Background: an optimization exercise with open tools, aiming at small area and a short achievable clock period. Do not read the settings as production practice. The RTL was checked by simulation tests, not by an equivalence proof against the original design.

## sdfm_regmap
module sdfm_regmap
(
  input  logic                    SYSCLK,
  input  logic                    SYSRSTn,
  input  logic [16-1:0] addr,
  input  logic                    wr,
  input  logic                    rd,
  input  logic [32-1:0]  wdata,
  output logic [32-1:0]  rdata,    
  input  logic [63:0]             filt_data_out,
  input  logic [1:0]              filt_data_update,
  input  logic [63:0]             comp_data_out,
  input  logic [1:0]              comp_data_update,
  input  logic [1:0]              comp_data_low,
  input  logic [1:0]              comp_data_high,
  output logic                    reg_rsten,
  output logic                    reg_clken,
  output logic [15:0]             reg_filtdec,
  output logic [3:0]              reg_filtmode,
  output logic [7:0]              reg_filtdiv,
  output logic [1:0]              reg_filten,
  output logic [1:0]              reg_filtask,
  output logic [3:0]              reg_filtst,
  output logic [9:0]              reg_filtsh,
  output logic [15:0]             reg_compdec,
  output logic [3:0]              reg_compmode,
  output logic [7:0]              reg_compdiv,
  output logic [1:0]              reg_compen,
  output logic [1:0]              reg_compsen,
  output logic [3:0]              reg_compst,
  output logic [1:0]              reg_compilen,
  output logic [1:0]              reg_compihen,
  output logic [1:0]              reg_complclrflg,
  output logic [1:0]              reg_comphclrflg,
  output logic [63:0]             reg_compltrd,
  output logic [63:0]             reg_comphtrd,
  output logic                    irq
);
==> flow/config.mk <==
export PLATFORM = sky130hd
export DESIGN_NAME = sdfm_regmap
export DESIGN_NICKNAME = sdfm_regmap
export VERILOG_FILES = /design/flow/design.v
export SDC_FILE = /design/flow/constraint.sdc
export NUM_CORES = 4
export LEC_CHECK = 0
export CAP_MARGIN = 20
export CORE_MARGIN = 2
export CORE_UTILIZATION = 40
export SETUP_SLACK_MARGIN = 3.3
export SLEW_MARGIN = 20
export SYNTH_HIERARCHICAL = 1
==> flow/constraint.sdc <==
create_clock -name core_clock -period 8.0 [get_ports {SYSCLK}]
set_input_delay 1.6000 -clock core_clock [delete_from_list [all_inputs] [get_ports {SYSCLK}]]
set_output_delay 1.6000 -clock core_clock [all_outputs]
set_load 0.01 [all_outputs]
standard.sh (not shown) runs the stock make flow with config.mk's settings and CLKGATE_MAP_FILE= SYNTH_SCRIPT=/design/flow/synth_recipe.tcl, a recipe that flattens the netlist after the stock synthesis.
==> flow/flow/run.sh <==
#!/bin/bash
# standard layout with plain buf_1 port buffers and a lighter clock tree
set -euo pipefail
export BUFFER_PORTS_ARGS="-buffer_cell sky130_fd_sc_hd__buf_1"
export CTS_ARGS="-sink_clustering_enable -repair_clock_nets -dont_use_dummy_load -buf_list sky130_fd_sc_hd__clkbuf_8 -sink_clustering_size 16 -sink_clustering_max_diameter 50"
bash standard.sh > standard.log 2>&1
Rerun with:
==> flow/flow/run.sh (replaced) <==
#!/bin/bash
# standard layout with plain buf_1 port buffers and a lighter clock tree
set -euo pipefail
export BUFFER_PORTS_ARGS="-buffer_cell sky130_fd_sc_hd__buf_1"
export CTS_ARGS="-sink_clustering_enable -repair_clock_nets -dont_use_dummy_load -buf_list sky130_fd_sc_hd__clkbuf_16 -sink_clustering_size 30 -sink_clustering_max_diameter 80"
bash standard.sh > standard.log 2>&1
Settings changed: CORE_UTILIZATION 40 to 65, PLACE_DENSITY set to 0.75.
The changed run produced a clean layout.
Sequential share of layout area grows by 1.9 points.
Clock-buffer cell count shrinks by 24.
Hold slack improves by 13 ps.
Wire length shrinks by 11%.

---

sdfm_regmap, a different RTL version from the one above (not shown whole).
Size in the first run: ~1000 cells after synthesis, ~350 flip-flops, about 440 I/O pins, roughly 12000 µm² of cells after synthesis.
Settings: LEC_CHECK=0, CAP_MARGIN=30, CORE_MARGIN=2, CORE_UTILIZATION=40, SETUP_SLACK_MARGIN=3.0, SLEW_MARGIN=40, SYNTH_HIERARCHICAL=1; clock period 8.0 ns.
==> flow/flow/run.sh <==
#!/bin/bash
# standard layout with plain buf_1 port buffers and a lighter clock tree
set -euo pipefail
export BUFFER_PORTS_ARGS="-buffer_cell sky130_fd_sc_hd__buf_1"
export CTS_ARGS="-sink_clustering_enable -repair_clock_nets -dont_use_dummy_load -buf_list sky130_fd_sc_hd__clkbuf_8 -sink_clustering_size 16 -sink_clustering_max_diameter 50"
bash standard.sh > standard.log 2>&1
The starting point went through all stages and came out clean.
Then changed:
SETUP_SLACK_MARGIN = 3.5   (was 3.0)
Synthesized cell count stays the same; routed wire length increases by 4.1%; worst setup slack gets better by 0.18 ns; hold slack gets better by 0.0056 ns; area after synthesis stays the same; final area climbs by 5.1%; critical path depth goes up by 1; core utilization increases by 2.7 points; register-to-register slack is about the same; sequential share of layout area fell by 2.1 points.

separate check: timing with driven ports:
The flow's constraints put no driver on any port. The routed layouts listed below were extracted and timed again, unchanged, in two steps. Step 1 sets driving cells, clkbuf_16 on the clock port and buf_2 on the other inputs (assumed; they add their load-dependent delay and slew). Step 2 adds t to the input delays and takes it off the output delays; t is the mean of the earliest and latest rising clock arrival at the registers after step 1. Input paths then give back, and output paths get back, about the clock's delay inside the block. Three values: ideal, step 1, step 2; two values: the first two.
run	t (ns)	setup WS [ns]	worst data-port slew with drivers (ns)
the first run of note 1	0.609	3.277 / 3.229 / 3.229	0.09
the second run of note 1	0.555	3.174 / 3.136 / 3.136	0.13
the first run of note 2	0.569	2.861 / 2.693 / 2.693	0.17
the second run of note 2	0.584	3.039 / 2.959 / 2.959	0.10
After both steps setup and hold are still met in every run listed. For the first run of note 2, which loses most, drivers alone change the setup slack by -0.168 ns; drivers and shift together by -0.168 ns.
